Context: an optimization exercise on an open-source flow, tuned for small area. The choices shown serve that exercise and are no tape-out recipe.
The RTL was checked by simulation tests, not by an equivalence proof against the original design.

// pcie_rx_dma_app
module pcie_rx_dma_app (
    input  logic                     trn_clk,
    input  logic                     rst_n,
    input  pcie_app_pkg::qword_t     trn_rd,
    input  logic [7:0]               trn_rrem,
    input  logic                     trn_rsof_n,
    input  logic                     trn_reof_n,
    input  logic                     trn_rsrc_rdy_n,
    input  logic [6:0]               trn_rbar_hit_n,
    output logic                     trn_rdst_rdy_n,
    output pcie_app_pkg::qword_t     trn_td,
    output logic [7:0]               trn_trem_n,
    output logic                     trn_tsof_n,
    output logic                     trn_teof_n,
    output logic                     trn_tsrc_rdy_n,
    output logic                     trn_tsrc_dsc_n,
    input  logic                     trn_tdst_rdy_n,
    input  logic [3:0]               trn_tbuf_av,
    input  logic [15:0]              cfg_command,
    input  logic [7:0]               cfg_bus_number,
    input  logic [4:0]               cfg_device_number,
    input  logic [2:0]               cfg_function_number,
    output logic                     cfg_interrupt_n,
    input  logic                     cfg_interrupt_rdy_n,
    input  logic                     rx_trigger_tlp,
    output logic                     rx_trigger_tlp_ack,
    input  pcie_app_pkg::qword_cnt_t rx_qwords_to_send,
    input  logic                     rx_change_huge_page,
    output logic                     rx_change_huge_page_ack,
    output logic                     rx_huge_page_status_1,
    output logic                     rx_huge_page_status_2,
    output pcie_app_pkg::buf_addr_t  rx_commited_rd_address,
    output pcie_app_pkg::buf_addr_t  rx_rd_addr,
    input  pcie_app_pkg::qword_t     rx_rd_data
);
    assign trn_rdst_rdy_n = 1'b0;                
    assign trn_tsrc_dsc_n = 1'b1;                
    assign trn_trem_n     = 8'h00;               
    logic armed;                                 
    logic data_hit;
    logic wr_lo1, wr_hi1, wr_lo2, wr_hi2, wr_int;
    always_ff @(posedge trn_clk) begin
        if (!rst_n) begin
            armed <= 1'b0;
        end else if (!trn_rsrc_rdy_n) begin
            armed <= !trn_rsof_n && trn_reof_n && (trn_rd[63:56] == 8'h40) &&
                     (trn_rd[41:32] == 10'd1) && !trn_rbar_hit_n[0];
        end
    end
  ...
==> flow/config.mk <==
export PLATFORM = sky130hd
export DESIGN_NAME = pcie_rx_dma_app
export DESIGN_NICKNAME = pcie_rx_dma_app
export VERILOG_FILES = /design/flow/design.v
export SDC_FILE = /design/flow/constraint.sdc
export NUM_CORES = 4
export LEC_CHECK = 0
export CAP_MARGIN = 20
export CORE_MARGIN = 2
export CORE_UTILIZATION = 80
export GPL_ROUTABILITY_DRIVEN = 0
export GPL_TIMING_DRIVEN = 0
export SLEW_MARGIN = 20
==> flow/constraint.sdc <==
create_clock -name core_clock -period 5.0 [get_ports {trn_clk}]
set_input_delay 1.0000 -clock core_clock [delete_from_list [all_inputs] [get_ports {trn_clk}]]
set_output_delay 1.0000 -clock core_clock [all_outputs]
set_load 0.01 [all_outputs]
standard.sh (not shown) runs the stock make flow with config.mk's settings and CLKGATE_MAP_FILE= SYNTH_SCRIPT=/design/flow/synth_recipe.tcl, a recipe that flattens the netlist after the stock synthesis.
==> flow/flow/run.sh <==
#!/bin/bash
# Standard synthesis and layout, with the port buffers as the smallest buffer
# cell and a lighter clock tree. Each step's full log is kept under
# orfs/logs; make's own output goes to flow_synth.log and flow_layout.log.
set -euo pipefail
bash standard.sh synth > flow_synth.log 2>&1
bash standard.sh finish \
    "BUFFER_PORTS_ARGS=-buffer_cell sky130_fd_sc_hd__buf_1" \
    "CTS_ARGS=-sink_clustering_enable -repair_clock_nets -dont_use_dummy_load -buf_list sky130_fd_sc_hd__clkbuf_4 -sink_clustering_size 10 -sink_clustering_max_diameter 40" \
    > flow_layout.log 2>&1
Then changed:
--- a/flow/config.mk
+++ b/flow/config.mk
@@ -9,5 +9,3 @@
 export CORE_MARGIN = 2
 export CORE_UTILIZATION = 80
-export GPL_ROUTABILITY_DRIVEN = 0
-export GPL_TIMING_DRIVEN = 0
 export SLEW_MARGIN = 20
Result:
- area after synthesis is unchanged
- register-to-register slack improved by 0.17 ns
- die area stays the same
- worst hold slack gets worse by 0.0079 ns

* * *

Setup of JK:
pcie_rx_dma_app again, from the RTL that the note above started with.
==> flow/design.v (excerpt) <==
module pcie_rx_dma_app (
    input  logic                     trn_clk,
    input  logic                     rst_n,
    input  pcie_app_pkg::qword_t     trn_rd,
    input  logic [7:0]               trn_rrem,
    input  logic                     trn_rsof_n,
    input  logic                     trn_reof_n,
    input  logic                     trn_rsrc_rdy_n,
    input  logic [6:0]               trn_rbar_hit_n,
    output logic                     trn_rdst_rdy_n,
    output pcie_app_pkg::qword_t     trn_td,
    output logic [7:0]               trn_trem_n,
    output logic                     trn_tsof_n,
    output logic                     trn_teof_n,
    output logic                     trn_tsrc_rdy_n,
    output logic                     trn_tsrc_dsc_n,
    input  logic                     trn_tdst_rdy_n,
    input  logic [3:0]               trn_tbuf_av,
    input  logic [15:0]              cfg_command,
    input  logic [7:0]               cfg_bus_number,
    input  logic [4:0]               cfg_device_number,
    input  logic [2:0]               cfg_function_number,
    output logic                     cfg_interrupt_n,
    input  logic                     cfg_interrupt_rdy_n,
    input  logic                     rx_trigger_tlp,
    output logic                     rx_trigger_tlp_ack,
    input  pcie_app_pkg::qword_cnt_t rx_qwords_to_send,
    input  logic                     rx_change_huge_page,
    output logic                     rx_change_huge_page_ack,
    output logic                     rx_huge_page_status_1,
    output logic                     rx_huge_page_status_2,
    output pcie_app_pkg::buf_addr_t  rx_commited_rd_address,
    output pcie_app_pkg::buf_addr_t  rx_rd_addr,
    input  pcie_app_pkg::qword_t     rx_rd_data
);
Settings: LEC_CHECK=0, CAP_MARGIN=20, CORE_MARGIN=2, CORE_UTILIZATION=80, SLEW_MARGIN=20; clock period 5.0 ns.
==> flow/flow/run.sh <==
#!/bin/bash
# Standard synthesis and layout, with the port buffers as the smallest buffer
# cell and a lighter clock tree. Each step's full log is kept under
# orfs/logs; make's own output goes to flow_synth.log and flow_layout.log.
set -euo pipefail
bash standard.sh synth > flow_synth.log 2>&1
bash standard.sh finish \
    "BUFFER_PORTS_ARGS=-buffer_cell sky130_fd_sc_hd__buf_1" \
    "CTS_ARGS=-sink_clustering_enable -repair_clock_nets -dont_use_dummy_load -buf_list sky130_fd_sc_hd__clkbuf_4 -sink_clustering_size 12 -sink_clustering_max_diameter 35" \
    > flow_layout.log 2>&1
> inputs changed (JK -> MS)
- CORE_UTILIZATION now 65, was 80
--- a/flow/flow/run.sh
+++ b/flow/flow/run.sh
@@ -9 +9 @@
-    "CTS_ARGS=-sink_clustering_enable -repair_clock_nets -dont_use_dummy_load -buf_list sky130_fd_sc_hd__clkbuf_4 -sink_clustering_size 12 -sink_clustering_max_diameter 35" \
+    "CTS_ARGS=-sink_clustering_enable -repair_clock_nets -dont_use_dummy_load -buf_list sky130_fd_sc_hd__clkbuf_4 -sink_clustering_size 10 -sink_clustering_max_diameter 40" \
MS finished all stages; the layout is clean. Comparing MS and JK, the lower count of clock-buffer cells in the layout was measured on JK. MS vs JK — worst hold slack dropped 0.0089 ns. Total track usage ended up 9.6 points lower on MS than on JK. Total non-filler cell area in the finished layout of MS exceeds that of JK slightly. MS vs JK — post-route fraction of the period consumed by the critical path rose 0.22 points. JK → MS: number of cells on the worst reg-to-reg path now smaller, overall routed net length now smaller. The slowest stage cell on the critical path comes out edfxtp_1 in one run and dfxtp_4 in the other, namely in JK and MS respectively. Smallest setup slack after layout, MS and JK: higher on JK.

[port drivers added, routing unchanged]
In the flow no input, the clock included, has a driving cell. The finished layouts below were timed again as built, in two steps.
Step 1: set_driving_cell puts a clkbuf_16 on trn_clk and a buf_2 on each other input, an assumption about the parent block.
Step 2 times the ports against the registers' clock, not the clock port: input delays grow and output delays shrink by t, the midpoint of the rising clock arrivals with the driver on.
Slacks: no drivers / after step 1 / after step 2; pairs: no drivers / after step 1.
| run | t, ns | setup WS [ns] | hold slack, ns | worst setup path at the end | latest minus earliest clock arrival (ns) |
|---|---|---|---|---|---|
| the first run of note 1 | 0.694 | 0.072 / 0.072 / 0.072 | 0.465 / 0.465 / 0.465 | register to register | 0.075 / 0.076 |
| the second run of note 1 | 0.667 | 0.241 / 0.241 / 0.241 | 0.457 / 0.457 / 0.457 | register to register | 0.041 / 0.041 |
| JK | 0.664 | 0.249 / 0.249 / 0.249 | 0.457 / 0.457 / 0.457 | register to register | 0.050 / 0.049 |
| MS | 0.671 | 0.238 / 0.238 / 0.238 | 0.448 / 0.448 / 0.448 | register to register | 0.083 / 0.082 |
After both steps every run listed still meets setup and hold.
